Context: an optimization exercise on an open-source flow, tuned for small area, a short achievable clock period and few clock cycles per item. The choices shown serve that exercise and are no tape-out recipe. At most, simulation tests tie the RTL to the original design; equivalence was not proved. Function not checked in runs 3 and 4: the RTL went through the layout flow alone. No activity file was given, so power comes from the tool's default toggle rates.

## flow/config.mk

```make
export PLATFORM = sky130hd
export DESIGN_NAME = tone_pattern_sequencer_top
export DESIGN_NICKNAME = tone_pattern_sequencer_top
export VERILOG_FILES = /design/flow/design.v
export SDC_FILE = /design/flow/constraint.sdc
export NUM_CORES = 4
export LEC_CHECK = 0
export CAP_MARGIN = 20
export CORE_MARGIN = 2
export CORE_UTILIZATION = 40
export SETUP_SLACK_MARGIN = 2.7
export SLEW_MARGIN = 20
```

## flow/constraint.sdc

```tcl
create_clock -name core_clock -period 5.5 [get_ports {clk_i}]
set_input_delay 1.1000 -clock core_clock [delete_from_list [all_inputs] [get_ports {clk_i}]]
set_output_delay 1.1000 -clock core_clock [all_outputs]
set_load 0.01 [all_outputs]
```

## flow/design.v

```verilog
`default_nettype none
package tps_pkg;
  localparam int DUTY_BITS  = 10;
  localparam int TIME_BITS  = 32;
  localparam int FREQ_BITS  = 16;
  localparam int CFG_DUTY_W = 10;
  localparam int CFG_DATA_W = 16;
  localparam int DUTY_MAX   = (1 << DUTY_BITS) - 1;
  typedef logic [TIME_BITS-1:0] time_t;
  typedef logic [DUTY_BITS-1:0] duty_t;
  typedef logic [FREQ_BITS-1:0] freq_t;
  typedef logic [2:0]           pat_t;
  typedef logic [2:0]           pos_t;
  localparam pat_t PAT_NONE    = 3'd0;
  localparam pat_t PAT_WARNING = 3'd6;
  localparam pat_t PAT_ERROR   = 3'd7;
  typedef enum logic [2:0] {
    OP_TICK   = 3'd0,
    OP_START  = 3'd1,
    OP_CUSTOM = 3'd2,
    OP_STOP   = 3'd3,
    OP_ENABLE = 3'd4
  } op_e;
  typedef enum logic [1:0] {
    CFG_NORMAL_DUTY = 2'd0,
    CFG_STRONG_DUTY = 2'd1,
    CFG_WARN_REPEAT = 2'd2,
    CFG_ERR_REPEAT  = 2'd3
  } cfg_idx_e;
  typedef enum logic [1:0] {
    LVL_OFF    = 2'd0,
    LVL_NORMAL = 2'd1,
    LVL_STRONG = 2'd2
  } lvl_e;
  typedef struct packed {
    logic [CFG_DUTY_W-1:0] normal_duty;
    logic [CFG_DUTY_W-1:0] strong_duty;
    logic [15:0]           warning_repeat_ms;
    logic [15:0]           error_repeat_ms;
  } cfg_t;
  typedef struct packed {
    logic [2:0]  operation;
    time_t       now_ms;
    logic [3:0]  pattern_id;
    logic [15:0] custom_freq_hz;
    logic [15:0] custom_duty;
    logic [15:0] custom_length_ms;
    logic        enable_value;
  } in_item_t;
  typedef struct packed {
    logic  tone_on;
    freq_t tone_freq_hz;
    duty_t tone_duty;
    logic  busy;
  } res_t;
  typedef struct packed {
    freq_t      freq;
    logic [7:0] dur;
    lvl_e       level;
  } step_t;
endpackage
`default_nettype wire
`default_nettype none
import tps_pkg::*;
module tps_cfg_regs (
  input  wire logic                  clk_i,
  input  wire logic                  rst_ni,
  input  wire logic                  cfg_valid_i,
  output logic                       cfg_ready_o,
  input  wire logic [1:0]            cfg_index_i,
  input  wire logic [CFG_DATA_W-1:0] cfg_data_i,
  output tps_pkg::cfg_t              cfg_o,
  output logic                       warn_rep_nz_o,
  output logic                       err_rep_nz_o
);
  tps_pkg::cfg_t cfg_q;
  logic          wnz_q, enz_q;
  assign cfg_ready_o = 1'b1;
  always_ff @(posedge clk_i or negedge rst_ni) begin
    if (!rst_ni) begin
      cfg_q.normal_duty       <= CFG_DUTY_W'(512);
      cfg_q.strong_duty       <= CFG_DUTY_W'(1023);
      cfg_q.warning_repeat_ms <= 16'd2000;
      cfg_q.error_repeat_ms   <= 16'd1000;
      wnz_q                   <= 1'b1;
      enz_q                   <= 1'b1;
    end else if (cfg_valid_i) begin
      if (cfg_index_i == CFG_NORMAL_DUTY) cfg_q.normal_duty <= cfg_data_i[CFG_DUTY_W-1:0];
      if (cfg_index_i == CFG_STRONG_DUTY) cfg_q.strong_duty <= cfg_data_i[CFG_DUTY_W-1:0];
      if (cfg_index_i == CFG_WARN_REPEAT) begin
        cfg_q.warning_repeat_ms <= cfg_data_i[15:0];
        wnz_q                   <= (cfg_data_i[15:0] != '0);
      end
      if (cfg_index_i == CFG_ERR_REPEAT) begin
        cfg_q.error_repeat_ms <= cfg_data_i[15:0];
        enz_q                 <= (cfg_data_i[15:0] != '0);
      end
    end
  end
  assign cfg_o         = cfg_q;
  assign warn_rep_nz_o = wnz_q;
  assign err_rep_nz_o  = enz_q;
endmodule
`default_nettype wire
`default_nettype none
import tps_pkg::*;
module tps_core (
  input  wire logic                 clk_i,
  input  wire logic                 rst_ni,
  input  wire logic                 take_i,
  input  wire logic [2:0]           operation_i,
  input  wire logic [TIME_BITS-1:0] now_i,
  input  wire logic [3:0]           pattern_id_i,
  input  wire logic [15:0]          cust_freq_i,
  input  wire logic [15:0]          cust_duty_i,
  input  wire logic [15:0]          cust_len_i,
  input  wire logic                 enable_i,
  input  wire tps_pkg::cfg_t        cfg_i,
  input  wire logic                 wnz_i,
  input  wire logic                 enz_i,
  output logic                      tone_on_o,
  output logic [FREQ_BITS-1:0]      freq_o,
  output logic [DUTY_BITS-1:0]      duty_o,
  output logic                      busy_o
);
  function automatic tps_pkg::step_t step_lookup(tps_pkg::pat_t pat, tps_pkg::pos_t pos);
    tps_pkg::step_t s;
    case ({pat, pos})
      {3'd1, 3'd0}: s = {16'd880,  8'd90,  tps_pkg::LVL_NORMAL};
      {3'd1, 3'd1}: s = {16'd0,    8'd30,  tps_pkg::LVL_OFF};
      {3'd1, 3'd2}: s = {16'd1175, 8'd90,  tps_pkg::LVL_NORMAL};
      {3'd1, 3'd3}: s = {16'd0,    8'd30,  tps_pkg::LVL_OFF};
      {3'd1, 3'd4}: s = {16'd1568, 8'd120, tps_pkg::LVL_NORMAL};
      {3'd2, 3'd0}: s = {16'd1568, 8'd90,  tps_pkg::LVL_NORMAL};
      {3'd2, 3'd1}: s = {16'd0,    8'd30,  tps_pkg::LVL_OFF};
      {3'd2, 3'd2}: s = {16'd1175, 8'd90,  tps_pkg::LVL_NORMAL};
      {3'd2, 3'd3}: s = {16'd0,    8'd30,  tps_pkg::LVL_OFF};
      {3'd2, 3'd4}: s = {16'd880,  8'd120, tps_pkg::LVL_NORMAL};
      {3'd3, 3'd0}: s = {16'd1568, 8'd60,  tps_pkg::LVL_NORMAL};
      {3'd3, 3'd1}: s = {16'd0,    8'd40,  tps_pkg::LVL_OFF};
      {3'd3, 3'd2}: s = {16'd2093, 8'd80,  tps_pkg::LVL_NORMAL};
      {3'd4, 3'd0}: s = {16'd1175, 8'd60,  tps_pkg::LVL_NORMAL};
      {3'd5, 3'd0}: s = {16'd3000, 8'd25,  tps_pkg::LVL_STRONG};
      {3'd6, 3'd0}: s = {16'd1175, 8'd60,  tps_pkg::LVL_NORMAL};
      {3'd7, 3'd0}: s = {16'd880,  8'd70,  tps_pkg::LVL_STRONG};
      {3'd7, 3'd1}: s = {16'd0,    8'd100, tps_pkg::LVL_OFF};
      {3'd7, 3'd2}: s = {16'd880,  8'd70,  tps_pkg::LVL_STRONG};
      default:      s = {16'd0,    8'd0,   tps_pkg::LVL_OFF};
    endcase
    step_lookup = s;
  endfunction
  function automatic tps_pkg::pos_t step_count(tps_pkg::pat_t pat);
    tps_pkg::pos_t c;
    case (pat)
      3'd1, 3'd2:       c = 3'd5;
      3'd3, 3'd7:       c = 3'd3;
      3'd4, 3'd5, 3'd6: c = 3'd1;
      default:          c = 3'd0;
    endcase
    step_count = c;
  endfunction
  logic           en_q, en_d;
  logic           cust_q, cust_d;
  logic           play_q, play_d;
  logic           on_q, on_d;
  tps_pkg::pat_t  pat_q, pat_d;
  tps_pkg::pos_t  pos_q, pos_d;
  tps_pkg::time_t due_q, due_d;
  tps_pkg::time_t start_q, start_d;
  tps_pkg::freq_t freq_q, freq_d;
  tps_pkg::duty_t duty_q, duty_d;
  tps_pkg::pos_t  pos_inc;
  logic [15:0]    rep;
  logic           rep_nz;
  logic           waiting, last, ends;
  logic           ge;
  tps_pkg::time_t now_plus, next_rep;
  logic           cust_zero;
  tps_pkg::pat_t  new_pat;
  logic           op_tick, op_start, op_cust, op_stop, op_en;
  logic           f_begin;
  tps_pkg::pos_t  f_pos;
  tps_pkg::step_t tstp, sstp;
  tps_pkg::freq_t tfreq, sfreq;
  tps_pkg::duty_t tduty, sduty, cduty;
  logic           ton, son;
  assign op_tick  = (operation_i == OP_TICK);
  assign op_start = (operation_i == OP_START);
  assign op_cust  = (operation_i == OP_CUSTOM);
  assign op_stop  = (operation_i == OP_STOP);
  assign op_en    = (operation_i == OP_ENABLE);
  assign rep      = pat_q[0] ? cfg_i.error_repeat_ms : cfg_i.warning_repeat_ms;
  assign rep_nz   = pat_q[2] && pat_q[1] && (pat_q[0] ? enz_i : wnz_i);
  assign pos_inc  = pos_q + 3'd1;
  assign waiting  = (pat_q != PAT_NONE) && !play_q;
  assign last     = (pos_inc == step_count(pat_q));
  assign ends     = waiting && !rep_nz;
  assign next_rep = start_q + TIME_BITS'(rep);
  assign cust_zero = (cust_freq_i == '0) || (cust_duty_i == '0) || (cust_len_i == '0);
  assign new_pat   = pattern_id_i[3] ? PAT_NONE : pattern_id_i[2:0];
  assign ge = (now_i >= due_q);
  assign f_begin = play_q ? !last : (waiting && rep_nz);
  assign f_pos   = play_q ? pos_inc : 3'd0;
  assign tstp    = step_lookup(f_begin ? pat_q : PAT_NONE, f_pos);
  assign tduty   = (tstp.level == tps_pkg::LVL_NORMAL) ? cfg_i.normal_duty :
                   (tstp.level == tps_pkg::LVL_STRONG) ? cfg_i.strong_duty : '0;
  assign ton     = (tstp.freq != '0) && (tduty != '0);
  assign tfreq   = ton ? tstp.freq : '0;
  assign sstp  = step_lookup(new_pat, 3'd0);
  assign sduty = (sstp.level == tps_pkg::LVL_NORMAL) ? cfg_i.normal_duty :
                 (sstp.level == tps_pkg::LVL_STRONG) ? cfg_i.strong_duty : '0;
  assign son   = (sstp.freq != '0) && (sduty != '0);
  assign sfreq = son ? sstp.freq : '0;
  assign cduty = (|cust_duty_i[15:10]) ? 10'h3FF : cust_duty_i[9:0];
  assign now_plus = now_i + (op_cust  ? TIME_BITS'(cust_len_i) :
                             op_start ? TIME_BITS'(sstp.dur) : TIME_BITS'(tstp.dur));
  always_comb begin
    en_d    = en_q;
    cust_d  = cust_q;
    play_d  = play_q;
    on_d    = on_q;
    pat_d   = pat_q;
    pos_d   = pos_q;
    due_d   = due_q;
    start_d = start_q;
    freq_d  = freq_q;
    duty_d  = duty_q;
    if (take_i) begin
      if (op_tick) begin
        if (ends) pat_d = PAT_NONE;
        if (ge) begin
          cust_d = 1'b0;
          on_d   = ton;
          freq_d = tfreq;
          duty_d = ton ? tduty : '0;
          pos_d  = f_pos;
          play_d = f_begin;
          due_d  = f_begin ? now_plus : next_rep;
          if (waiting) start_d = now_i;
          if (play_q && last && !rep_nz) pat_d = PAT_NONE;
        end
      end
      if (op_start) begin
        due_d   = now_plus;
        start_d = now_i;
        if (en_q) begin
          cust_d = 1'b0;
          pat_d  = new_pat;
          pos_d  = '0;
          play_d = (new_pat != PAT_NONE);
          on_d   = son;
          freq_d = sfreq;
          duty_d = son ? sduty : '0;
        end
      end
      if (op_cust) begin
        due_d = now_plus;
        if (en_q) begin
          pat_d  = PAT_NONE;
          play_d = 1'b0;
          cust_d = !cust_zero;
          on_d   = !cust_zero;
          freq_d = cust_zero ? '0 : cust_freq_i;
          duty_d = cust_zero ? '0 : cduty;
        end
      end
      if (op_stop || (op_en && !enable_i)) begin
        pat_d  = PAT_NONE;
        play_d = 1'b0;
        cust_d = 1'b0;
        on_d   = 1'b0;
        freq_d = '0;
        duty_d = '0;
      end
      if (op_en) en_d = enable_i;
    end
  end
  always_ff @(posedge clk_i or negedge rst_ni) begin
    if (!rst_ni) begin
      en_q   <= 1'b1;
      cust_q <= 1'b0;
      play_q <= 1'b0;
      on_q   <= 1'b0;
      pat_q  <= PAT_NONE;
      freq_q <= '0;
      duty_q <= '0;
    end else begin
      en_q   <= en_d;
      cust_q <= cust_d;
      play_q <= play_d;
      on_q   <= on_d;
      pat_q  <= pat_d;
      freq_q <= freq_d;
      duty_q <= duty_d;
    end
  end
  always_ff @(posedge clk_i) begin
    pos_q   <= pos_d;
    due_q   <= due_d;
    start_q <= start_d;
  end
  assign tone_on_o = on_q;
  assign freq_o    = freq_q;
  assign duty_o    = duty_q;
  assign busy_o    = cust_q || play_q || (waiting && rep_nz);
endmodule
`default_nettype wire
`default_nettype none
import tps_pkg::*;
module tone_pattern_sequencer_top (
  input  wire logic                  clk_i,
  input  wire logic                  rst_ni,
  input  wire logic                  in_valid_i,
  output logic                       in_stall_o,
  input  wire logic [2:0]            operation_i,
  input  wire logic [TIME_BITS-1:0]  now_ms_i,
  input  wire logic [3:0]            pattern_id_i,
  input  wire logic [15:0]           custom_freq_hz_i,
  input  wire logic [15:0]           custom_duty_i,
  input  wire logic [15:0]           custom_length_ms_i,
  input  wire logic                  enable_value_i,
  output logic                       out_valid_o,
  input  wire logic                  out_stall_i,
  output logic                       tone_on_o,
  output logic [FREQ_BITS-1:0]       tone_freq_hz_o,
  output logic [DUTY_BITS-1:0]       tone_duty_o,
  output logic                       busy_res_o,
  input  wire logic                  cfg_valid_i,
  output logic                       cfg_ready_o,
  input  wire logic [1:0]            cfg_index_i,
  input  wire logic [CFG_DATA_W-1:0] cfg_data_i
);
  logic          out_vld_q;
  logic          take;
  tps_pkg::cfg_t cfg;
  logic          wnz, enz;
  assign in_stall_o = out_vld_q && out_stall_i;
  assign take       = in_valid_i && !in_stall_o;
  tps_cfg_regs u_cfg (
    .clk_i       (clk_i),
    .rst_ni      (rst_ni),
    .cfg_valid_i (cfg_valid_i),
    .cfg_ready_o (cfg_ready_o),
    .cfg_index_i (cfg_index_i),
    .cfg_data_i  (cfg_data_i),
    .cfg_o       (cfg),
    .warn_rep_nz_o (wnz),
    .err_rep_nz_o  (enz)
  );
  tps_core u_core (
    .clk_i        (clk_i),
    .rst_ni       (rst_ni),
    .take_i       (take),
    .operation_i  (operation_i),
    .now_i        (now_ms_i),
    .pattern_id_i (pattern_id_i),
    .cust_freq_i  (custom_freq_hz_i),
    .cust_duty_i  (custom_duty_i),
    .cust_len_i   (custom_length_ms_i),
    .enable_i     (enable_value_i),
    .cfg_i        (cfg),
    .wnz_i        (wnz),
    .enz_i        (enz),
    .tone_on_o    (tone_on_o),
    .freq_o       (tone_freq_hz_o),
    .duty_o       (tone_duty_o),
    .busy_o       (busy_res_o)
  );
  always_ff @(posedge clk_i or negedge rst_ni) begin
    if (!rst_ni) begin
      out_vld_q <= 1'b0;
    end else begin
      out_vld_q <= take || in_stall_o;
    end
  end
  assign out_valid_o = out_vld_q;
endmodule
`default_nettype wire
```

## flow/run.sh

```bash
#!/bin/bash
# synth_recipe.tcl (not shown) runs the flow's synth.tcl, then flattens the netlist and writes it again
# the make line also repeats each setting of config.mk as NAME=value (left out here)
make -C /OpenROAD-flow-scripts/flow DESIGN_CONFIG=/design/flow/config.mk WORK_HOME=/design/flow/orfs CLKGATE_MAP_FILE= SYNTH_SCRIPT=/design/flow/synth_recipe.tcl finish
```

==> results of run 1 <==
layer usage:
layer,track usage (%),wire length (µm),vias to the layer above
li1,-,-,4696
met1,31.8,15800,4948
met2,43.7,18000,414
met3,4.50,2380,106
met4,9.77,1420,0
met5,0,0,-
critical path: cells and delay by family (launching register included):
family	cells	cell delay [ns]
AOI/OAI and AO/OA	9	1.18
xor gates and xnor gates	1	0.13
adders and majority gates	3	0.88
buffers and inverters	4	0.54
DFF	1	0.44
and+or+nand+nor	5	0.76
layout make-up:
class / instances / area share (%)
clock buffer: 17 / 2.70
inverter: 55 / 1.34
timing repair buffer: 260 / 16.4
clock inverter: 15 / 1.26
sequential: 155 / 26.9
multi-input combinational: 862 / 48.7
tap: 341 / 2.70
how the worst min path moves through the flow:
stage	startpoint	to	slack, ns
after floorplan	u_core.cust_q$_DFFE_PN0P_	u_core.cust_q$_DFFE_PN0P_	0.44
after global placement	u_cfg.enz_q$_DFFE_PN1P_	u_cfg.enz_q$_DFFE_PN1P_	0.47
after detailed placement	u_cfg.wnz_q$_DFFE_PN1P_	u_cfg.wnz_q$_DFFE_PN1P_	0.48
after CTS	u_cfg.wnz_q$_DFFE_PN1P_	u_cfg.wnz_q$_DFFE_PN1P_	0.49
after global routing	u_core.freq_q[15]$_DFFE_PN0P_	u_core.freq_q[15]$_DFFE_PN0P_	0.51
final	u_core.freq_q[15]$_DFFE_PN0P_	u_core.freq_q[15]$_DFFE_PN0P_	0.50
timing repair:
item	4_1_cts	5_1_grt
buffers inserted	64	27
endpoints found under the setup margin	133	132
resized for setup	298	132
endpoints found under the hold margin	0	0
gates cloned	8	2
pin swaps	87	84
metrics by stage:
step | hold slack (ns) | worst slack [ns]
after floorplan | 0.442 | 1.66
after global placement | 0.472 | 0.483
after detailed placement | 0.476 | 0.407
after CTS | 0.494 | 1.44
after global routing | 0.515 | 1.17
final | 0.499 | 1.30
power groups by stage:
stage | Sequential (mW) | Clock [mW] | Combinational (mW)
after detailed placement | 1.51 | 0 | 0.973
after global placement | 1.50 | 0 | 0.964
final | 1.49 | 1.27 | 1.17
after CTS | 1.48 | 1.28 | 1.09
after floorplan | 1.48 | 0 | 0.612
after global routing | 1.50 | 1.33 | 1.27
cells by family (layout without fill, tap and decap cells):
logic type,count (synthesis),after routing
compound gates,329,330
xor+xnor,59,59
fa+ha+maj,67,67
buf+inv,110,347
flops,155,155
mux,96,96
other cells,1,1
simple gates,308,309
registers in the layout, summed over array words and instances, names as in the netlist:
| register | flops |
|---|---|
| u_cfg.wnz_q | 1 |
| u_core.duty_q | 10 |
| u_core.freq_q | 16 |
| u_core.due_q | 32 |
| out_vld_q | 1 |
| u_core.cust_q | 1 |
| u_cfg.enz_q | 1 |
| u_core.en_q | 1 |
| u_core.pos_q | 3 |
| u_core.on_q | 1 |
| u_core.pat_q | 3 |
| u_cfg.cfg_q | 52 |
| u_core.play_q | 1 |
| u_core.start_q | 32 |
Yosys cell counts (20+ instances only):
| master | instances |
|---|---|
| a21oi_1 | 84 |
| xnor2_1 | 30 |
| o21ai_0 | 67 |
| nand3_1 | 34 |
| ha_1 | 65 |
| clkbuf_1 | 29 |
| inv_1 | 55 |
| dfrtp_1 | 62 |
| a21o_1 | 20 |
| edfxtp_1 | 67 |
| xor2_1 | 28 |
| dfstp_2 | 26 |
| mux2_2 | 74 |
| nor2_1 | 62 |
| mux2i_1 | 22 |
| nor4_1 | 20 |
| nand2_1 | 72 |
==> summary.md, run 1 <==
| Metric | Value |
|---|---|
| First-pass GRT wire length | `approximately 56 mm` |
| Syn Area/Cell | `a little under 10 µm²` |
| Register area | `0.00425 mm²` |
| # placed instances | `between 1500 and 2000` |
| Ant. Diodes | `0` |
| Initial antenna violation count | `0` |
| Wire per inst | `~22 µm` |
| DR pass1 iterations | `6` |
| Vias in the first global route | `just over 10000` |
| Tot Pwr | `3.93 mW` |
| Placed wire-length estimate | `roughly 25 mm` |
| Max IR drop VDD | `between 150 and 200 µV` |
| Initial Util | `40.8%` |
| Pwr/cell area | `249 mW/mm²` |
| CTS sink count | `about 160` |
| DRT antenna net count | `0` |
| CP max-delay cell | `edfxtp_1` |
| Xor-xnor portion of the synthesized cell area | `~4.8%` |
| Final Cycle Share | `76.4%` |
| Status | `finished clean` |
| Hold buffers post-CTS | `0` |
| CP peak stage delay | `between 0.4 and 0.5 ns` |
| # DRC | `0` |
| Placed inst area | `around 0.013 mm²` |
| Critical setup path kind | `reg2reg` |
| Reg2reg start | `u_core.pos_q[1]$_DFFE_PP_` |
| Reg2Reg Depth | `22` |
| Commonest non-fill, non-tap cells in the layout | `clkdlybuf4s50_1 (84), buf_4 (82), mux2_2 (73)` |
| Final setup fails | `0` |
| DR iter-0 viols | `between 800 and 900` |
| Clock Pin Slew Worst Setup and Hold Paths | `approximately 0.08 ns` |
| Post-Synth Simple-Gate Area | `14.5%` |
| CTS max path bufs | `2` |
| RSZ-0062 raised after global routing | `true` |
| Die width | `170 µm` |
| Final hold viol count | `0` |
| Crit path cell chain | `ha_4, buf_6, nor4_4, o32ai_4, nand2_4, nor2_4, and3_4, a21oi_4, o21ai_2, ha_2, fa_2, a21o_1, a21oi_4, o21ai_2, a21oi_2, buf_6, o31ai_4, buf_6, buf_6, xor2_1, nand2_1, o21ai_1` |
| Compound-cell area share of the yosys netlist | `about a fifth` |
| Largest net degree at the start of global routing | `55` |
| Slew HR | `between 30% and 40%` |
| Post-Syn Nets | `1303` |
| Layout area overhead | `43.6%` |
| Prevailing post-synth register cell | `edfxtp_1` |
| Internal power | `approximately 2.6 mW` |
| Yosys top cell area share | `between 10% and 20%` |
| Post-synthesis register bit count | `between 150 and 200` |
| Fmax | `between 200 and 250 MHz` |
| Slew @ Worst Pin | `~1 ns` |
| IO buf count | `between 100 and 150` |
| Final Util | `58.6%` |
| Share of cells above drive strength 1 | `36.7%` |
| Post-synthesis sequential area ratio | `between 30 and 40%` |
| Synth Warn # | `3` |
| CTS Root Cell | `clkbuf_16` |
| Hold crit path type | `reg2reg` |
| CP startpoint kind | `flip-flop` |
| Synth Area in Adders | `under 10%` |
| Synth area leaders | `edfxtp_1 (18%), dfrtp_1 (14%), mux2_2 (7.6%), ha_1 (7.4%), dfstp_2 (6.2%)` |
| EDFF count, synth | `67` |
| Final #Nets | `approximately 1500` |
| Num CTS Buffers | `17` |
| CP endpoint kind | `flip-flop` |
| Core ar. | `about 0.027 mm²` |
| Register share of total power | `between 30% and 40%` |
| Clock latency (worst-skew pair) | `~0.44 ns` |
| DR vias/cell | `between 5 and 6` |
| Worst path arrival time | `4.36 ns` |
| Worst Skew | `0.0135 ns` |
| Grt ovf | `0` |
| Die area | `~0.029 mm²` |
| Reg2reg setup slack | `between 1 and 1.5 ns` |
| Gate power share | `29.8%` |
| H-tree Lvls | `4` |
| Final wirelength | `~38 mm` |
| Vias | `between 10000 and 15000` |
| Sw Pwr | `about 1.3 mW` |
| CTS tree | `yes` |
| Mux contribution to synthesized area | `around a tenth` |
| Cell mode on critical path | `buf_6` |
| Syn Inst Count | `approximately 1100` |
| Ports | `142` |
| Area leader, netlist | `edfxtp_1` |
| Commonest non-fill, non-tap cell in the layout | `clkdlybuf4s50_1` |
| GRT Resource Usage Total | `25.4%` |
| R2r endpoint | `u_core.due_q[16]$_DFFE_PP_` |
| Routability cong. | `0.926` |
| CP max FO | `6` |
| Max-Cap Viols | `0` |
| Main combinational cell family by area after synthesis | `compound AO/OA/AOI/OAI gates` |
| Minimum clock period | `approximately 4.2 ns` |
| Crit path from | `u_core.pos_q[1]$_DFFE_PP_` |
| Hold Path Cell Cnt | `1` |
| Multi-input logic area | `0.00769 mm²` |
| Leak | `roughly 6.2 nW` |
| CP required | `approximately 5.7 ns` |
| Chip height | `170 µm` |
| Fin area | `between 0.015 and 0.02 mm²` |
| Net Sw Frac | `between 30 and 40%` |
| FP Rows | `60` |
| Synth Cell Area | `about 0.011 mm²` |
| # fillers | `around 2200` |
| Ys async rst share | `a little under three fifths` |
| Distinct cell type count of the synthesized netlist | `94` |
| Setup TNS | `0 ns` |
| Final cell count without fillers | `around 1700` |
| Setup crit end | `u_core.due_q[16]$_DFFE_PP_` |
| Final Max Slew Viols | `0` |
| Clock power share | `32.3%` |
Testbench counts, summed over its fixed seeds: cycles 8,008, items 8,000.
==> inputs of run 2 (changes only) <==
--- a/flow/config.mk
+++ b/flow/config.mk
@@ -10,3 +10,2 @@
 export CORE_UTILIZATION = 40
-export SETUP_SLACK_MARGIN = 2.7
 export SLEW_MARGIN = 20
==> run 2 against run 1 <==
Register-to-register slack got worse by 0.82 ns. Die area did not move. Clock-buffer cell count did not move. Worst setup slack got worse by 0.82 ns. Final area fell by 15%. Cell count fell by 5.7%. Flip-flop and latch count did not move. Sequential share of layout area rose by 4.8 points. Critical path type unchanged. Critical endpoint is now u_core.due_q[31]$_DFFE_PP_. Largest power group unchanged.
==> summary.md, run 2 <==
| Metric | Value |
|---|---|
| FP Rows | `60 (unchanged)` |
| Ys async rst share | `56.8% (unchanged)` |
| Wire per inst | `20.2 µm (was 22.1 µm)` |
| Initial Util | `40.8% (unchanged)` |
| Slew HR | `35.9% (was 32.7%)` |
| Slew @ Worst Pin | `0.959 ns (was 0.996 ns)` |
| Ant. Diodes | `0 (unchanged)` |
| Chip height | `170 µm (unchanged)` |
| Setup TNS | `0 ns (unchanged)` |
| Final Cycle Share | `91.2% (was 76.4%)` |
| Syn Inst Count | `1125 (unchanged)` |
| Critical setup path kind | `reg2reg (unchanged)` |
| Routability cong. | `0.925 (was 0.926)` |
| DR vias/cell | `5.89 (was 5.96)` |
| Share of cells above drive strength 1 | `14.8% (was 36.7%)` |
| Final #Nets | `1431 (was 1529)` |
| CP endpoint kind | `flip-flop (unchanged)` |
| RSZ-0062 raised after global routing | `false (was true)` |
| Syn Area/Cell | `9.77 µm² (unchanged)` |
| DR iter-0 viols | `725 (was 805)` |
| Synth Cell Area | `0.0110 mm² (unchanged)` |
| CP top delay family | `compound AO/OA/AOI/OAI gates (unchanged)` |
| Max reg flops | `52 (unchanged)` |
| Placed wire-length estimate | `24.4 mm (was 25.1 mm)` |
| CP max FO | `13 (was 6)` |
| Count leader, synth | `a21oi_1 (unchanged)` |
| First-pass GRT wire length | `51.0 mm (was 56.5 mm)` |
| # DRC | `0 (unchanged)` |
| Commonest non-fill, non-tap cells in the layout | `clkdlybuf4s50_1 (139), a21oi_1 (83), mux2_2 (74) (was clkdlybuf4s50_1 (84), buf_4 (82), mux2_2 (73))` |
| Hold crit path type | `reg2reg (unchanged)` |
| CP peak stage delay | `0.52 ns (was 0.44 ns)` |
| CP max-delay cell | `ha_1 (was edfxtp_1)` |
| EDFF count, synth | `67 (unchanged)` |
| Post-synthesis register bit count | `155 (unchanged)` |
| CP startpoint kind | `flip-flop (unchanged)` |
| Final hold viol count | `0 (unchanged)` |
| CTS resizes | `0 (was 298)` |
| Synth area leaders | `edfxtp_1 (18%), dfrtp_1 (14%), mux2_2 (7.6%), ha_1 (7.4%), dfstp_2 (6.2%) (unchanged)` |
| DR pass1 iterations | `5 (was 6)` |
| Top Registers | `u_cfg.cfg_q (52), u_core.due_q (32), u_core.start_q (32) (unchanged)` |
| H-tree Lvls | `4 (unchanged)` |
| Commonest non-fill, non-tap cell in the layout | `clkdlybuf4s50_1 (unchanged)` |
| Leak | `5.27 nW (was 6.22 nW)` |
| Largest Register | `u_cfg.cfg_q (unchanged)` |
| Crit path cell chain | `ha_1, nor2b_1, nor4_1, o32ai_2, and2_1, a21oi_1, a41oi_1, o2111ai_1, nand3_1, ha_1, a21oi_1, o21ai_0, a22oi_1, a31oi_1, a41o_1, nand3_1, xor2_1, mux2i_1 (was ha_4, buf_6, nor4_4, o32ai_4, nand2_4, nor2_4, and3_4, a21oi_4, o21ai_2, ha_2, fa_2, a21o_1, a21oi_4, o21ai_2, a21oi_2, buf_6, o31ai_4, buf_6, buf_6, xor2_1, nand2_1, o21ai_1)` |
| Yosys top cell area share | `18.3% (unchanged)` |
| Final Max Slew Viols | `0 (unchanged)` |
| Worst Skew | `0.0170 ns (was 0.0135 ns)` |
| Area leader, netlist | `edfxtp_1 (unchanged)` |
| CTS max path bufs | `2 (unchanged)` |
| Clock Pin Slew Worst Setup and Hold Paths | `0.07 ns (was 0.08 ns)` |
| Largest net degree at the start of global routing | `57 (was 55)` |
| GRT Resource Usage Total | `22.7% (was 25.4%)` |
| Ports | `142 (unchanged)` |
| Worst path arrival time | `5.18 ns (was 4.36 ns)` |
| IO buf count | `140 (unchanged)` |
| Initial antenna violation count | `0 (unchanged)` |
| Fmax | `199 MHz (was 238 MHz)` |
| Final setup fails | `0 (unchanged)` |
| Setup Fix Bufs, Post-CTS | `0 (was 64)` |
| Grt ovf | `0 (unchanged)` |
| Fin area | `0.0134 mm² (was 0.0158 mm²)` |
| Hold buffers post-CTS | `0 (unchanged)` |
| Pwr/cell area | `272 mW/mm² (was 249 mW/mm²)` |
| Distinct cell type count of the synthesized netlist | `94 (unchanged)` |
| Post-synthesis sequential area ratio | `38.6% (unchanged)` |
| CP required | `5.66 ns (about the same)` |
| Max-Cap Viols | `0 (unchanged)` |
| CTS sink count | `155 (unchanged)` |
| Vias in the first global route | `9146 (was 10100)` |
| CTS Root Cell | `clkbuf_16 (unchanged)` |
| CTS tree | `yes (unchanged)` |
| Prevailing post-synth register cell | `edfxtp_1 (unchanged)` |
| Layout area overhead | `21.7% (was 43.6%)` |
| Clock latency (worst-skew pair) | `0.44 ns (about the same)` |
| Post-Syn Nets | `1303 (unchanged)` |
| Minimum clock period | `5.02 ns (was 4.20 ns)` |
| Die width | `170 µm (unchanged)` |
| Vias | `9465 (was 10200)` |
| Num CTS Buffers | `17 (unchanged)` |
| Core ar. | `0.0270 mm² (unchanged)` |
| Synth cell count leaders | `a21oi_1 (84), mux2_2 (74), nand2_1 (72), edfxtp_1 (67), o21ai_0 (67) (unchanged)` |
| Status | `finished clean (unchanged)` |
| Max IR drop VDD | `169 µV (was 159 µV)` |
| Die area | `0.0288 mm² (unchanged)` |
| DRT antenna net count | `0 (unchanged)` |
| Placed inst area | `0.0128 mm² (was 0.0131 mm²)` |
| Final wirelength | `32.5 mm (was 37.6 mm)` |
| Worst Path Buf+Inv | `0 (was 4)` |
| Synth Warn # | `3 (unchanged)` |
-- run 2: logic make-up (layout without fill, tap and decap cells) --
family                     after synthesis  in the layout  synth area share, %
AOI/OAI and AO/OA                      329            329                 20.6
and+or+nand+nor                        308            308                 14.5
DFF                                    155            155                 38.6
buffers and inverters                  110            251                 4.11
muxes                                   96             96                 9.59
adders and majority gates               67             67                 7.76
xor gates and xnor gates                59             59                 4.77
other                                    1              1               0.0341
-- run 2: worst paths after layout --
kind,from,to,slack (ns),cells past startpoint
min reg2reg,u_cfg.enz_q$_DFFE_PN1P_,u_cfg.enz_q$_DFFE_PN1P_,0.49,2
min,u_cfg.enz_q$_DFFE_PN1P_,u_cfg.enz_q$_DFFE_PN1P_,0.49,2
max in group asynchronous,rst_ni,u_cfg.cfg_q[26]$_DFFE_PN1P_,3.82,2
min in group asynchronous,rst_ni,u_core.duty_q[1]$_DFFE_PN0P_,0.71,1
max reg2reg,u_core.pos_q[1]$_DFFE_PP_,u_core.due_q[31]$_DFFE_PP_,0.48,18
max,u_core.pos_q[1]$_DFFE_PP_,u_core.due_q[31]$_DFFE_PP_,0.48,18
-- run 2: metrics by stage --
stage,utilization [%],total power [mW],worst slack (ns),hold WS (ns),std cells
floorplan,-,2.05,0.936,0.442,1125
global placement,47.4,2.43,0.485,0.476,1575
detailed placement,47.4,2.44,0.407,0.488,1575
CTS,49.6,3.66,0.538,0.498,1607
global route,49.6,3.81,0.145,0.521,1607
finish,49.6,3.63,0.482,0.491,1607
-- run 2: power breakdown --
group / total [mW] / internal [mW] / switching, mW
sequential: 1.48 / 1.38 / 0.0990
combinational: 0.940 / 0.455 / 0.485
clock: 1.21 / 0.616 / 0.598
-- run 2: tightest hold or removal path: cells and delay by family, from the launching register on --
family / cells / cell delay, ns
flip-flops: 1 / 0.37
AND/OR/NAND/NOR: 1 / 0.04
AO/OA/AOI/OAI: 1 / 0.07
-- run 2: routing by layer --
metal | GRT usage [%] | vias up | wire length, µm
li1 | - | 4493 | -
met1 | 29.7 | 4587 | 14300
met2 | 39.2 | 342 | 15700
met3 | 3.50 | 43 | 1870
met4 | 6.35 | 0 | 587
met5 | 0 | - | 0
-- run 2: area by class of cell --
class	instances	area, µm²
clock buffers	17	425
repair buffers	164	1590
flip-flops and latches	155	4250
well taps	341	427
multi-input cells	860	6310
clock inverters	15	166
inverters	55	206
fillers	2449	13600
==> inputs of run 3 (changes only) <==
--- a/flow/design.v
+++ b/flow/design.v
@@ -71,8 +71,5 @@
   input  wire logic [CFG_DATA_W-1:0] cfg_data_i,
-  output tps_pkg::cfg_t              cfg_o,
-  output logic                       warn_rep_nz_o,
-  output logic                       err_rep_nz_o
+  output tps_pkg::cfg_t              cfg_o
 );
   tps_pkg::cfg_t cfg_q;
-  logic          wnz_q, enz_q;
   assign cfg_ready_o = 1'b1;
@@ -84,20 +81,10 @@
       cfg_q.error_repeat_ms   <= 16'd1000;
-      wnz_q                   <= 1'b1;
-      enz_q                   <= 1'b1;
     end else if (cfg_valid_i) begin
-      if (cfg_index_i == CFG_NORMAL_DUTY) cfg_q.normal_duty <= cfg_data_i[CFG_DUTY_W-1:0];
-      if (cfg_index_i == CFG_STRONG_DUTY) cfg_q.strong_duty <= cfg_data_i[CFG_DUTY_W-1:0];
-      if (cfg_index_i == CFG_WARN_REPEAT) begin
-        cfg_q.warning_repeat_ms <= cfg_data_i[15:0];
-        wnz_q                   <= (cfg_data_i[15:0] != '0);
-      end
-      if (cfg_index_i == CFG_ERR_REPEAT) begin
-        cfg_q.error_repeat_ms <= cfg_data_i[15:0];
-        enz_q                 <= (cfg_data_i[15:0] != '0);
-      end
+      if (cfg_index_i == CFG_NORMAL_DUTY) cfg_q.normal_duty       <= cfg_data_i[CFG_DUTY_W-1:0];
+      if (cfg_index_i == CFG_STRONG_DUTY) cfg_q.strong_duty       <= cfg_data_i[CFG_DUTY_W-1:0];
+      if (cfg_index_i == CFG_WARN_REPEAT) cfg_q.warning_repeat_ms <= cfg_data_i[15:0];
+      if (cfg_index_i == CFG_ERR_REPEAT)  cfg_q.error_repeat_ms   <= cfg_data_i[15:0];
     end
   end
-  assign cfg_o         = cfg_q;
-  assign warn_rep_nz_o = wnz_q;
-  assign err_rep_nz_o  = enz_q;
+  assign cfg_o = cfg_q;
 endmodule
@@ -118,4 +105,2 @@
   input  wire tps_pkg::cfg_t        cfg_i,
-  input  wire logic                 wnz_i,
-  input  wire logic                 enz_i,
   output logic                      tone_on_o,
@@ -163,16 +148,15 @@
   logic           cust_q, cust_d;
-  logic           play_q, play_d;
-  logic           on_q, on_d;
   tps_pkg::pat_t  pat_q, pat_d;
   tps_pkg::pos_t  pos_q, pos_d;
-  tps_pkg::time_t due_q, due_d;
-  tps_pkg::time_t start_q, start_d;
+  tps_pkg::time_t end_q, end_d;
+  tps_pkg::time_t mark_q, mark_d;
   tps_pkg::freq_t freq_q, freq_d;
   tps_pkg::duty_t duty_q, duty_d;
-  tps_pkg::pos_t  pos_inc;
+  tps_pkg::pos_t  cnt, pos_inc;
   logic [15:0]    rep;
   logic           rep_nz;
-  logic           waiting, last, ends;
+  logic           playing, waiting, last;
+  tps_pkg::time_t cmp_val;
   logic           ge;
-  tps_pkg::time_t now_plus, next_rep;
+  tps_pkg::time_t now_plus, mark_plus;
   logic           cust_zero;
@@ -180,4 +164,3 @@
   logic           op_tick, op_start, op_cust, op_stop, op_en;
-  logic           f_begin;
-  tps_pkg::pos_t  f_pos;
+  tps_pkg::pos_t  tpos;
   tps_pkg::step_t tstp, sstp;
@@ -185,3 +168,2 @@
   tps_pkg::duty_t tduty, sduty, cduty;
-  logic           ton, son;
   assign op_tick  = (operation_i == OP_TICK);
@@ -191,19 +173,20 @@
   assign op_en    = (operation_i == OP_ENABLE);
-  assign rep      = pat_q[0] ? cfg_i.error_repeat_ms : cfg_i.warning_repeat_ms;
-  assign rep_nz   = pat_q[2] && pat_q[1] && (pat_q[0] ? enz_i : wnz_i);
-  assign pos_inc  = pos_q + 3'd1;
-  assign waiting  = (pat_q != PAT_NONE) && !play_q;
-  assign last     = (pos_inc == step_count(pat_q));
-  assign ends     = waiting && !rep_nz;
-  assign next_rep = start_q + TIME_BITS'(rep);
+  assign cnt       = step_count(pat_q);
+  assign rep       = (pat_q == PAT_WARNING) ? cfg_i.warning_repeat_ms :
+                     (pat_q == PAT_ERROR)   ? cfg_i.error_repeat_ms : 16'd0;
+  assign rep_nz    = (rep != '0);
+  assign pos_inc   = pos_q + 3'd1;
+  assign playing   = (pos_q < cnt);           
+  assign waiting   = (pat_q != PAT_NONE) && !playing;
+  assign last      = (pos_inc == cnt);
+  assign mark_plus = mark_q + TIME_BITS'(rep);
   assign cust_zero = (cust_freq_i == '0) || (cust_duty_i == '0) || (cust_len_i == '0);
   assign new_pat   = pattern_id_i[3] ? PAT_NONE : pattern_id_i[2:0];
-  assign ge = (now_i >= due_q);
-  assign f_begin = play_q ? !last : (waiting && rep_nz);
-  assign f_pos   = play_q ? pos_inc : 3'd0;
-  assign tstp    = step_lookup(f_begin ? pat_q : PAT_NONE, f_pos);
-  assign tduty   = (tstp.level == tps_pkg::LVL_NORMAL) ? cfg_i.normal_duty :
-                   (tstp.level == tps_pkg::LVL_STRONG) ? cfg_i.strong_duty : '0;
-  assign ton     = (tstp.freq != '0) && (tduty != '0);
-  assign tfreq   = ton ? tstp.freq : '0;
+  assign cmp_val = (cust_q || playing) ? end_q : mark_q;
+  assign ge      = (now_i >= cmp_val);
+  assign tpos  = playing ? pos_inc : 3'd0;
+  assign tstp  = step_lookup((waiting && !rep_nz) ? PAT_NONE : pat_q, tpos);
+  assign tduty = (tstp.level == tps_pkg::LVL_NORMAL) ? cfg_i.normal_duty :
+                 (tstp.level == tps_pkg::LVL_STRONG) ? cfg_i.strong_duty : '0;
+  assign tfreq = (tstp.freq == '0 || tduty == '0) ? '0 : tstp.freq;
   assign sstp  = step_lookup(new_pat, 3'd0);
@@ -211,4 +194,3 @@
                  (sstp.level == tps_pkg::LVL_STRONG) ? cfg_i.strong_duty : '0;
-  assign son   = (sstp.freq != '0) && (sduty != '0);
-  assign sfreq = son ? sstp.freq : '0;
+  assign sfreq = (sstp.freq == '0 || sduty == '0) ? '0 : sstp.freq;
   assign cduty = (|cust_duty_i[15:10]) ? 10'h3FF : cust_duty_i[9:0];
@@ -217,25 +199,28 @@
   always_comb begin
-    en_d    = en_q;
-    cust_d  = cust_q;
-    play_d  = play_q;
-    on_d    = on_q;
-    pat_d   = pat_q;
-    pos_d   = pos_q;
-    due_d   = due_q;
-    start_d = start_q;
-    freq_d  = freq_q;
-    duty_d  = duty_q;
+    en_d   = en_q;
+    cust_d = cust_q;
+    pat_d  = pat_q;
+    pos_d  = pos_q;
+    end_d  = end_q;
+    mark_d = mark_q;
+    freq_d = freq_q;
+    duty_d = duty_q;
     if (take_i) begin
       if (op_tick) begin
-        if (ends) pat_d = PAT_NONE;
+        if (waiting && !rep_nz) pat_d = PAT_NONE;
         if (ge) begin
           cust_d = 1'b0;
-          on_d   = ton;
-          freq_d = tfreq;
-          duty_d = ton ? tduty : '0;
-          pos_d  = f_pos;
-          play_d = f_begin;
-          due_d  = f_begin ? now_plus : next_rep;
-          if (waiting) start_d = now_i;
-          if (play_q && last && !rep_nz) pat_d = PAT_NONE;
+          end_d  = now_plus;
+          freq_d = (tfreq != '0) ? tfreq : '0;
+          duty_d = (tfreq != '0) ? tduty : '0;
+          if (playing) begin
+            pos_d = pos_inc;
+            if (last) begin
+              if (!rep_nz) pat_d  = PAT_NONE;
+              else         mark_d = mark_plus;
+            end
+          end else if (waiting) begin
+            pos_d  = '0;
+            mark_d = now_i;
+          end
         end
@@ -243,4 +228,4 @@
       if (op_start) begin
-        due_d   = now_plus;
-        start_d = now_i;
+        end_d  = now_plus;
+        mark_d = now_i;
         if (en_q) begin
@@ -249,6 +234,4 @@
           pos_d  = '0;
-          play_d = (new_pat != PAT_NONE);
-          on_d   = son;
           freq_d = sfreq;
-          duty_d = son ? sduty : '0;
+          duty_d = (sfreq != '0) ? sduty : '0;
         end
@@ -256,8 +239,6 @@
       if (op_cust) begin
-        due_d = now_plus;
+        end_d = now_plus;
         if (en_q) begin
           pat_d  = PAT_NONE;
-          play_d = 1'b0;
           cust_d = !cust_zero;
-          on_d   = !cust_zero;
           freq_d = cust_zero ? '0 : cust_freq_i;
@@ -268,5 +249,3 @@
         pat_d  = PAT_NONE;
-        play_d = 1'b0;
         cust_d = 1'b0;
-        on_d   = 1'b0;
         freq_d = '0;
@@ -281,4 +260,2 @@
       cust_q <= 1'b0;
-      play_q <= 1'b0;
-      on_q   <= 1'b0;
       pat_q  <= PAT_NONE;
@@ -289,4 +266,2 @@
       cust_q <= cust_d;
-      play_q <= play_d;
-      on_q   <= on_d;
       pat_q  <= pat_d;
@@ -297,10 +272,10 @@
   always_ff @(posedge clk_i) begin
-    pos_q   <= pos_d;
-    due_q   <= due_d;
-    start_q <= start_d;
+    pos_q  <= pos_d;
+    end_q  <= end_d;
+    mark_q <= mark_d;
   end
-  assign tone_on_o = on_q;
+  assign tone_on_o = (duty_q != '0);
   assign freq_o    = freq_q;
   assign duty_o    = duty_q;
-  assign busy_o    = cust_q || play_q || (waiting && rep_nz);
+  assign busy_o    = cust_q || (pat_q != PAT_NONE && (playing || rep_nz));
 endmodule
@@ -335,3 +310,2 @@
   tps_pkg::cfg_t cfg;
-  logic          wnz, enz;
   assign in_stall_o = out_vld_q && out_stall_i;
@@ -345,5 +319,3 @@
     .cfg_data_i  (cfg_data_i),
-    .cfg_o       (cfg),
-    .warn_rep_nz_o (wnz),
-    .err_rep_nz_o  (enz)
+    .cfg_o       (cfg)
   );
@@ -361,4 +333,2 @@
     .cfg_i        (cfg),
-    .wnz_i        (wnz),
-    .enz_i        (enz),
     .tone_on_o    (tone_on_o),
--- a/flow/config.mk
+++ b/flow/config.mk
@@ -10,2 +10,3 @@
 export CORE_UTILIZATION = 40
+export SETUP_SLACK_MARGIN = 2.7
 export SLEW_MARGIN = 20
==> run 3 against run 2 <==
Wire length grew 23%. Sequential share of layout area fell by 6.7 points. Via count up 18%. Sequential power is essentially flat. Worst hold slack improved by 0.037 ns. Critical path depth grew 3. Critical path type unchanged. Highest routed layer unchanged.
==> summary.md, run 3 <==
| Metric | Value |
|---|---|
| Worst path arrival time | `4.54 ns (was 5.18 ns)` |
| Tot Pwr | `5.30 mW (was 3.63 mW)` |
| RSZ-0062 raised after global routing | `true (was false)` |
| GRT Resource Usage Total | `25.5% (was 22.7%)` |
| Minimum clock period | `4.41 ns (was 5.02 ns)` |
| Grt ovf | `0 (unchanged)` |
| Leak | `6.44 nW (was 5.27 nW)` |
| Num CTS Buffers | `17 (unchanged)` |
| CP top delay family | `buffers and inverters (was compound AO/OA/AOI/OAI gates)` |
| Worst Path Buf+Inv | `7 (was 0)` |
| Final Util | `58.0% (was 49.6%)` |
| Critical setup path kind | `reg2reg (unchanged)` |
| Max-Cap Viols | `0 (unchanged)` |
| Vias | `11200 (was 9465)` |
| Placed wire-length estimate | `27.0 mm (was 24.4 mm)` |
| Final setup fails | `0 (unchanged)` |
| Multi-input logic area | `0.00832 mm² (was 0.00631 mm²)` |
| Count leader, synth | `nand2_1 (was a21oi_1)` |
| Ports | `142 (unchanged)` |
| Top Registers | `u_cfg.cfg_q (52), u_core.end_q (32), u_core.mark_q (32) (was u_cfg.cfg_q (52), u_core.due_q (32), u_core.start_q (32))` |
| Synth Cell Area | `0.0115 mm² (was 0.0110 mm²)` |
| # DRC | `0 (unchanged)` |
| Syn Inst Count | `1245 (was 1125)` |
| Distinct cell type count of the synthesized netlist | `87 (was 94)` |
| Fmax | `227 MHz (was 199 MHz)` |
| Initial Util | `40.3% (was 40.8%)` |
| Crit path cell chain | `buf_6, nor2_4, or3_4, ha_4, nand3b_1, and2_4, buf_6, nor2_4, buf_6, buf_16, buf_12, mux2i_1, ha_1, nand2_1, o21a_1, o21ai_4, o311ai_4, buf_4, a21o_4, a21oi_4, buf_12 (was ha_1, nor2b_1, nor4_1, o32ai_2, and2_1, a21oi_1, a41oi_1, o2111ai_1, nand3_1, ha_1, a21oi_1, o21ai_0, a22oi_1, a31oi_1, a41o_1, nand3_1, xor2_1, mux2i_1)` |
| Initial antenna violation count | `0 (unchanged)` |
| Commonest non-fill, non-tap cell in the layout | `clkdlybuf4s50_1 (unchanged)` |
| CTS sink count | `151 (was 155)` |
| Final Max Slew Viols | `0 (unchanged)` |
| Status | `finished clean (unchanged)` |
| Die area | `0.0301 mm² (was 0.0288 mm²)` |
| DR pass1 iterations | `5 (unchanged)` |
| Area leader, netlist | `edfxtp_1 (unchanged)` |
| Placed inst area | `0.0136 mm² (was 0.0128 mm²)` |
| FP Rows | `62 (was 60)` |
| CP startpoint kind | `flip-flop (unchanged)` |
| Vias in the first global route | `10800 (was 9146)` |
| Yosys top cell area share | `17.5% (was 18.3%)` |
| CP max FO | `32 (was 13)` |
| CTS tree | `yes (unchanged)` |
| Setup TNS | `0 ns (unchanged)` |
| Ant. Diodes | `0 (unchanged)` |
| CTS max path bufs | `2 (unchanged)` |
| Post-synthesis register bit count | `151 (was 155)` |
| Core ar. | `0.0285 mm² (was 0.0270 mm²)` |
| # fillers | `2504 (was 2449)` |
| Routability cong. | `0.950 (was 0.925)` |
| Final Cycle Share | `80.2% (was 91.2%)` |
| Register area | `0.00415 mm² (was 0.00425 mm²)` |
| Max reg flops | `52 (unchanged)` |
| Post-synthesis sequential area ratio | `36.0% (was 38.6%)` |
| Pwr/cell area | `320 mW/mm² (was 272 mW/mm²)` |
| DRT antenna net count | `0 (unchanged)` |
| Syn Area/Cell | `9.24 µm² (was 9.77 µm²)` |
| Ys async rst share | `55.6% (was 56.8%)` |
| Synth cell count leaders | `nand2_1 (112), nor2_1 (110), a21oi_1 (85), ha_1 (68), edfxtp_1 (67) (was a21oi_1 (84), mux2_2 (74), nand2_1 (72), edfxtp_1 (67), o21ai_0 (67))` |
| Worst Skew | `0.0190 ns (was 0.0170 ns)` |
| Slew HR | `34.5% (was 35.9%)` |
| First-pass GRT wire length | `60.3 mm (was 51.0 mm)` |
| Largest net degree at the start of global routing | `57 (unchanged)` |
| Post-Syn Nets | `1426 (was 1303)` |
| EDFF count, synth | `67 (unchanged)` |
| DR vias/cell | `5.96 (was 5.89)` |
| Commonest non-fill, non-tap cells in the layout | `clkdlybuf4s50_1 (135), nand2_1 (104), nor2_1 (95) (was clkdlybuf4s50_1 (139), a21oi_1 (83), mux2_2 (74))` |
| Layout area overhead | `43.9% (was 21.7%)` |
| CTS Root Cell | `clkbuf_16 (unchanged)` |
| Slew @ Worst Pin | `0.983 ns (was 0.959 ns)` |
| CP endpoint kind | `flip-flop (unchanged)` |
| Wire per inst | `21.3 µm (was 20.2 µm)` |
| Chip height | `174 µm (was 170 µm)` |
| Prevailing post-synth register cell | `edfxtp_1 (unchanged)` |
| Final cell count without fillers | `1876 (was 1607)` |
| Max IR drop VDD | `239 µV (was 169 µV)` |
| Die width | `174 µm (was 170 µm)` |
| Synth Warn # | `3 (unchanged)` |
| Largest Register | `u_cfg.cfg_q (unchanged)` |
| CP required | `5.63 ns (was 5.66 ns)` |
| Final wirelength | `40.1 mm (was 32.5 mm)` |
| CP peak stage delay | `0.41 ns (was 0.52 ns)` |
| # placed instances | `1744 (was 1575)` |
| Clock Pin Slew Worst Setup and Hold Paths | `0.07 ns (about the same)` |
| Synth area leaders | `edfxtp_1 (17%), dfrtp_1 (13%), ha_1 (7.4%), dfstp_2 (5.5%), mux2_2 (5.5%) (was edfxtp_1 (18%), dfrtp_1 (14%), mux2_2 (7.6%), ha_1 (7.4%), dfstp_2 (6.2%))` |
| Fin area | `0.0166 mm² (was 0.0134 mm²)` |
| Clock latency (worst-skew pair) | `0.45 ns (was 0.44 ns)` |
| CP max-delay cell | `dfrtp_1 (was ha_1)` |
| H-tree Lvls | `4 (unchanged)` |
| Cell mode on critical path | `buf_6` |
| Hold crit path type | `reg2reg (unchanged)` |
| Final #Nets | `1660 (was 1431)` |
| IO buf count | `140 (unchanged)` |
| DR iter-0 viols | `736 (was 725)` |
| Final hold viol count | `0 (unchanged)` |
| Hold buffers post-CTS | `0 (unchanged)` |
| Share of cells above drive strength 1 | `31.6% (was 14.8%)` |
-- run 3: changes by cell type after synthesis, moves of 9 or more --
cell / change
mux2i_1: +33
mux2_2: -18
a211oi_1: +9
o211ai_1: +11
nand2_1: +40
nor2_1: +48
o21ai_1: +20
o31ai_1: -10
inv_1: -33
clkbuf_1: +14
o21ai_0: -13
a31oi_1: +14
-- run 3: final timing paths --
kind                                              from                            end  slack (ns)  cells past startpoint
min in group asynchronous                       rst_ni  u_core.freq_q[11]$_DFFE_PN0P_        0.59                      1
max in group asynchronous                       rst_ni    u_cfg.cfg_q[15]$_DFFE_PN0P_        3.82                      2
min                        u_cfg.cfg_q[27]$_DFFE_PN0P_    u_cfg.cfg_q[27]$_DFFE_PN0P_        0.53                      1
min reg2reg                u_cfg.cfg_q[27]$_DFFE_PN0P_    u_cfg.cfg_q[27]$_DFFE_PN0P_        0.53                      1
max reg2reg                u_core.pat_q[0]$_DFFE_PN0P_     u_core.end_q[19]$_DFFE_PP_        1.09                     21
max                        u_core.pat_q[0]$_DFFE_PN0P_     u_core.end_q[19]$_DFFE_PP_        1.09                     21
-- run 3: repair_timing --
item                                    CTS  global route
setup buffers                            54            33
gates resized for setup                 180           138
endpoints found under the setup margin  159           159
gates cloned                             11             2
pin swaps                                91            81
-- run 3: layout make-up --
type	count	share of cell area [%]
multi-input combinational	1009	50.2
sequential	151	25.0
timing repair buffer	277	18.0
tap	384	2.90
clock buffer	19	2.68
clock inverter	13	0.635
inverter	23	0.544
-- run 3: cell families after synthesis --
kind of cell             synth area share, %
buffers and inverters                   3.10
multiplexers                            10.3
other                                 0.0326
AO/OA/AOI/OAI                           21.0
AND/OR/NAND/NOR                         17.0
XOR/XNOR                                4.80
adder cells (fa/ha/maj)                 7.74
flip-flops                              36.0
-- run 3: per-stage QoR --
step / worst slack (ns) / hold slack [ns]
2_1_floorplan: 0.836 / 0.479
3_3_place_gp: 0.356 / 0.488
3_5_place_dp: 0.293 / 0.492
4_1_cts: 1.12 / 0.510
5_1_grt: 0.937 / 0.549
6_report: 1.09 / 0.528
-- run 3: power by group --
part	switching (mW)	internal (mW)	total, mW
sequential	0.133	1.38	1.51
clock	0.536	0.602	1.14
combinational	1.34	1.31	2.65
total	2.01	3.29	5.30
-- run 3: routing by layer --
metal  vias up  track usage [%]  share of wire, %
met5         -                0                 0
met4         0             8.19               2.9
met3        83             4.19               5.8
met2       423             42.8                49
met1      5494             33.6                43
li1       5186                -                 -
==> inputs of run 4 (changes only) <==
--- a/flow/config.mk
+++ b/flow/config.mk
@@ -10,3 +10,2 @@
 export CORE_UTILIZATION = 40
-export SETUP_SLACK_MARGIN = 2.7
 export SLEW_MARGIN = 20
==> run 4 against run 3 <==
Synthesized cell count is the same. Critical path depth shrank 4. Global-route usage shrank 1.3 points. Register-to-register slack worse by 0.77 ns. Critical path type unchanged. Critical endpoint is now u_core.freq_q[4]$_DFFE_PN0P_. Highest routed layer unchanged.
==> summary.md, run 4 <==
| Metric | Value |
|---|---|
| Initial antenna violation count | `0 (unchanged)` |
| Core ar. | `0.0285 mm² (unchanged)` |
| Final #Nets | `1572 (was 1660)` |
| Worst path arrival time | `5.55 ns (was 4.54 ns)` |
| Syn Inst Count | `1245 (unchanged)` |
| Max-Cap Viols | `0 (unchanged)` |
| Clock Pin Slew Worst Setup and Hold Paths | `0.07 ns (about the same)` |
| Chip height | `174 µm (unchanged)` |
| Tot Pwr | `4.47 mW (was 5.30 mW)` |
| CP endpoint kind | `flip-flop (unchanged)` |
| Grt ovf | `0 (unchanged)` |
| Post-Syn Nets | `1426 (unchanged)` |
| Synth Cell Area | `0.0115 mm² (unchanged)` |
| R2r endpoint | `u_core.freq_q[4]$_DFFE_PN0P_ (was u_core.end_q[19]$_DFFE_PP_)` |
| Final wirelength | `36.2 mm (was 40.1 mm)` |
| Num CTS Buffers | `17 (unchanged)` |
| Pwr/cell area | `316 mW/mm² (was 320 mW/mm²)` |
| Slew HR | `29.1% (was 34.5%)` |
| Post-synthesis sequential area ratio | `36.0% (unchanged)` |
| Prevailing post-synth register cell | `edfxtp_1 (unchanged)` |
| Mux contribution to synthesized area | `10.3% (unchanged)` |
| Distinct cell type count of the synthesized netlist | `87 (unchanged)` |
| CTS resizes | `0 (was 180)` |
| Reg2reg start | `u_core.pat_q[1]$_DFFE_PN0P_ (was u_core.pat_q[0]$_DFFE_PN0P_)` |
| EDFF count, synth | `67 (unchanged)` |
| First-pass GRT wire length | `57.2 mm (was 60.3 mm)` |
| Placed wire-length estimate | `27.4 mm (was 27.0 mm)` |
| Syn Area/Cell | `9.24 µm² (unchanged)` |
| Status | `finished clean (unchanged)` |
| # DRC | `0 (unchanged)` |
| H-tree Lvls | `4 (unchanged)` |
| Hold buffers post-CTS | `0 (unchanged)` |
| CP required | `5.87 ns (was 5.63 ns)` |
| Vias | `10400 (was 11200)` |
| Compound-cell area share of the yosys netlist | `21.0% (unchanged)` |
| Leak | `5.53 nW (was 6.44 nW)` |
| Final Cycle Share | `94.1% (was 80.2%)` |
| FP Rows | `62 (unchanged)` |
| Initial Util | `40.3% (unchanged)` |
| Commonest non-fill, non-tap cells in the layout | `clkdlybuf4s50_1 (139), nand2_1 (110), nor2_1 (108) (was clkdlybuf4s50_1 (135), nand2_1 (104), nor2_1 (95))` |
| Routability cong. | `0.916 (was 0.950)` |
| Setup TNS | `0 ns (unchanged)` |
| Xor-xnor portion of the synthesized cell area | `4.80% (unchanged)` |
| Largest Register | `u_cfg.cfg_q (unchanged)` |
| Final Util | `49.5% (was 58.0%)` |
| Final setup fails | `0 (unchanged)` |
| Main combinational cell family by area after synthesis | `compound AO/OA/AOI/OAI gates (unchanged)` |
| Hold crit path type | `reg2reg (unchanged)` |
| CTS Root Cell | `clkbuf_16 (unchanged)` |
| Setup Fix Bufs, Post-CTS | `0 (was 54)` |
| Share of cells above drive strength 1 | `14.0% (was 31.6%)` |
| Ports | `142 (unchanged)` |
| Final hold viol count | `0 (unchanged)` |
| IO buf count | `140 (unchanged)` |
| Area leader, netlist | `edfxtp_1 (unchanged)` |
| Post-synthesis register bit count | `151 (unchanged)` |
| Yosys top cell area share | `17.5% (unchanged)` |
| CP max FO | `21 (was 32)` |
| Minimum clock period | `5.18 ns (was 4.41 ns)` |
| Synth cell count leaders | `nand2_1 (112), nor2_1 (110), a21oi_1 (85), ha_1 (68), edfxtp_1 (67) (unchanged)` |
| Reg2reg setup slack | `0.32 ns (was 1.09 ns)` |
| Layout area overhead | `22.8% (was 43.9%)` |
| Final Max Slew Viols | `0 (unchanged)` |
| Largest net degree at the start of global routing | `48 (was 57)` |
| Clock latency (worst-skew pair) | `0.45 ns (about the same)` |
| CTS sink count | `151 (unchanged)` |
| Hold Path Cell Cnt | `1 (unchanged)` |
| Critical setup path kind | `reg2reg (unchanged)` |
| Count leader, synth | `nand2_1 (unchanged)` |
| CTS tree | `yes (unchanged)` |
| Hold worst-path end | `u_cfg.cfg_q[10]$_DFFE_PN0P_ (was u_cfg.cfg_q[27]$_DFFE_PN0P_)` |
| DRT antenna net count | `0 (unchanged)` |
| DR iter-0 viols | `818 (was 736)` |
| Ant. Diodes | `0 (unchanged)` |
| Reg2Reg Depth | `17 (was 21)` |
| RSZ-0062 raised after global routing | `true (unchanged)` |
| Wire per inst | `20.2 µm (was 21.3 µm)` |
| Post-Synth Simple-Gate Area | `17.0% (unchanged)` |
| Fmax | `193 MHz (was 227 MHz)` |
| HP Start | `u_cfg.cfg_q[10]$_DFFE_PN0P_ (was u_cfg.cfg_q[27]$_DFFE_PN0P_)` |
| CP startpoint kind | `flip-flop (unchanged)` |
| Synth Warn # | `3 (unchanged)` |
| Slew @ Worst Pin | `1.06 ns (was 0.983 ns)` |
| Die width | `174 µm (unchanged)` |
| Ys async rst share | `55.6% (unchanged)` |
| Max IR drop VDD | `269 µV (was 239 µV)` |
| DR pass1 iterations | `6 (was 5)` |
| Die area | `0.0301 mm² (unchanged)` |
| Top Registers | `u_cfg.cfg_q (52), u_core.end_q (32), u_core.mark_q (32) (unchanged)` |
| Synth Area in Adders | `7.74% (unchanged)` |
| Synth area leaders | `edfxtp_1 (17%), dfrtp_1 (13%), ha_1 (7.4%), dfstp_2 (5.5%), mux2_2 (5.5%) (unchanged)` |
| CTS max path bufs | `2 (unchanged)` |
| Max reg flops | `52 (unchanged)` |
| Vias in the first global route | `10300 (was 10800)` |
| Commonest non-fill, non-tap cell in the layout | `clkdlybuf4s50_1 (unchanged)` |
| GRT Resource Usage Total | `24.2% (was 25.5%)` |
| Worst Skew | `0.0142 ns (was 0.0190 ns)` |
| DR vias/cell | `5.81 (was 5.96)` |
==> run 4: cell counts after synthesis <==
No cell type changed its count.
==> run 4: how the worst max path moves through the flow <==
stage,start,endpoint,slack (ns),cells past startpoint
after floorplan,u_core.pat_q[0]$_DFFE_PN0P_,u_core.end_q[0]$_DFFE_PP_,0.08,20
after global placement,operation_i[1],u_core.end_q[30]$_DFFE_PP_,0.23,13
after detailed placement,operation_i[1],u_core.end_q[30]$_DFFE_PP_,0.17,13
after CTS,u_core.pat_q[1]$_DFFE_PN0P_,u_core.freq_q[7]$_DFFE_PN0P_,0.23,17
after global routing,u_core.pat_q[1]$_DFFE_PN0P_,u_core.freq_q[4]$_DFFE_PN0P_,-0.01,17
final,u_core.pat_q[1]$_DFFE_PN0P_,u_core.freq_q[4]$_DFFE_PN0P_,0.32,17
==> run 4: cells by family after synthesis <==
family                     after synthesis
AOI/OAI and AO/OA                      360
DFF                                    151
xor gates and xnor gates                63
other                                    1
adders and majority gates               70
and+or+nand+nor                        404
buffers and inverters                   85
muxes                                  111
==> run 4: layout make-up <==
| class | instances | area (µm²) |
|---|---|---|
| multi-input cells | 1010 | 7080 |
| flip-flops and latches | 151 | 4140 |
| inverters | 23 | 86.3 |
| clock buffers | 20 | 468 |
| repair buffers | 188 | 1760 |
| well taps | 384 | 480 |
| fillers | 2757 | 14400 |
| clock inverters | 12 | 114 |
==> run 4: critical path, stage by stage, from the launching register on <==
cell and delay [ns]:
dfrtp_1 0.47, and2_1 0.18, or3_1 0.37, ha_1 0.31, a21oi_1 0.08, and2_1 0.19, nor2_4 0.62, buf_4 0.37
mux2i_1 0.22, ha_1 0.26, a211o_1 0.26, o211ai_1 0.08, a21oi_1 0.12, o311ai_1 0.53, a21o_1 0.29, buf_4 0.30
o221ai_1 0.18, a22oi_1 0.23
==> run 4: routing by layer <==
layer | share of wire, % | global-route usage, % | vias up
met5 | 0 | 0 | -
met4 | 1.6 | 6.13 | 0
met3 | 5.1 | 4.01 | 38
met2 | 48 | 40.5 | 312
met1 | 45 | 32.6 | 5026
li1 | - | - | 5006
==> run 4: metrics by stage <==
stage               std cells  area (µm²)  hold slack, ns  worst slack (ns)
floorplan                1245       11500           0.475            0.0766
global placement         1755       13500           0.487             0.226
detailed placement       1755       13500           0.493             0.166
CTS                      1787       14100           0.508             0.227
global route             1788       14100           0.512           -0.0130
finish                   1788       14100           0.503             0.323
==> run 4: report_power, final <==
part | switching (mW) | internal [mW] | total [mW] | leakage [nW]
Combinational | 1.01 | 0.773 | 1.78 | 3.62
Clock | 0.529 | 0.666 | 1.19 | 0.283
Sequential | 0.114 | 1.38 | 1.49 | 1.63

-- re-timing with driven ports --
In the flow no input, the clock included, has a driving cell. The finished layouts below were timed again as built, in two steps.
Step 1 assumes that a clkbuf_16 drives the clock port and a buf_2 every other input.
Step 2 moves the port delays by t, midway between the first and last clock arrival at a register: inputs arrive t later, outputs are due t later. That takes back most of the time a late clock gives input paths.
Three values: no drivers, after step 1, after step 2; two values: the first two.
run	shift t [ns]	setup slack, ns	worst setup path at the end	worst register clock-pin slew, ns	cell pins on the clock port's net
run 1	0.484	1.298 / 1.298 / 0.905	input to register	0.08 / 0.08	1
run 2	0.481	0.482 / 0.482 / 0.264	input to register	0.08 / 0.08	1
run 3	0.491	1.088 / 1.088 / 0.714	input to register	0.07 / 0.07	1
run 4	0.495	0.323 / 0.323 / -0.015	input to register	0.07 / 0.07	1
Met with ideal ports but missed after step 2: setup timing in run 4. The setup slack of run 1, which loses most, moves by 0.000 ns with the drivers and by -0.393 ns with both steps.
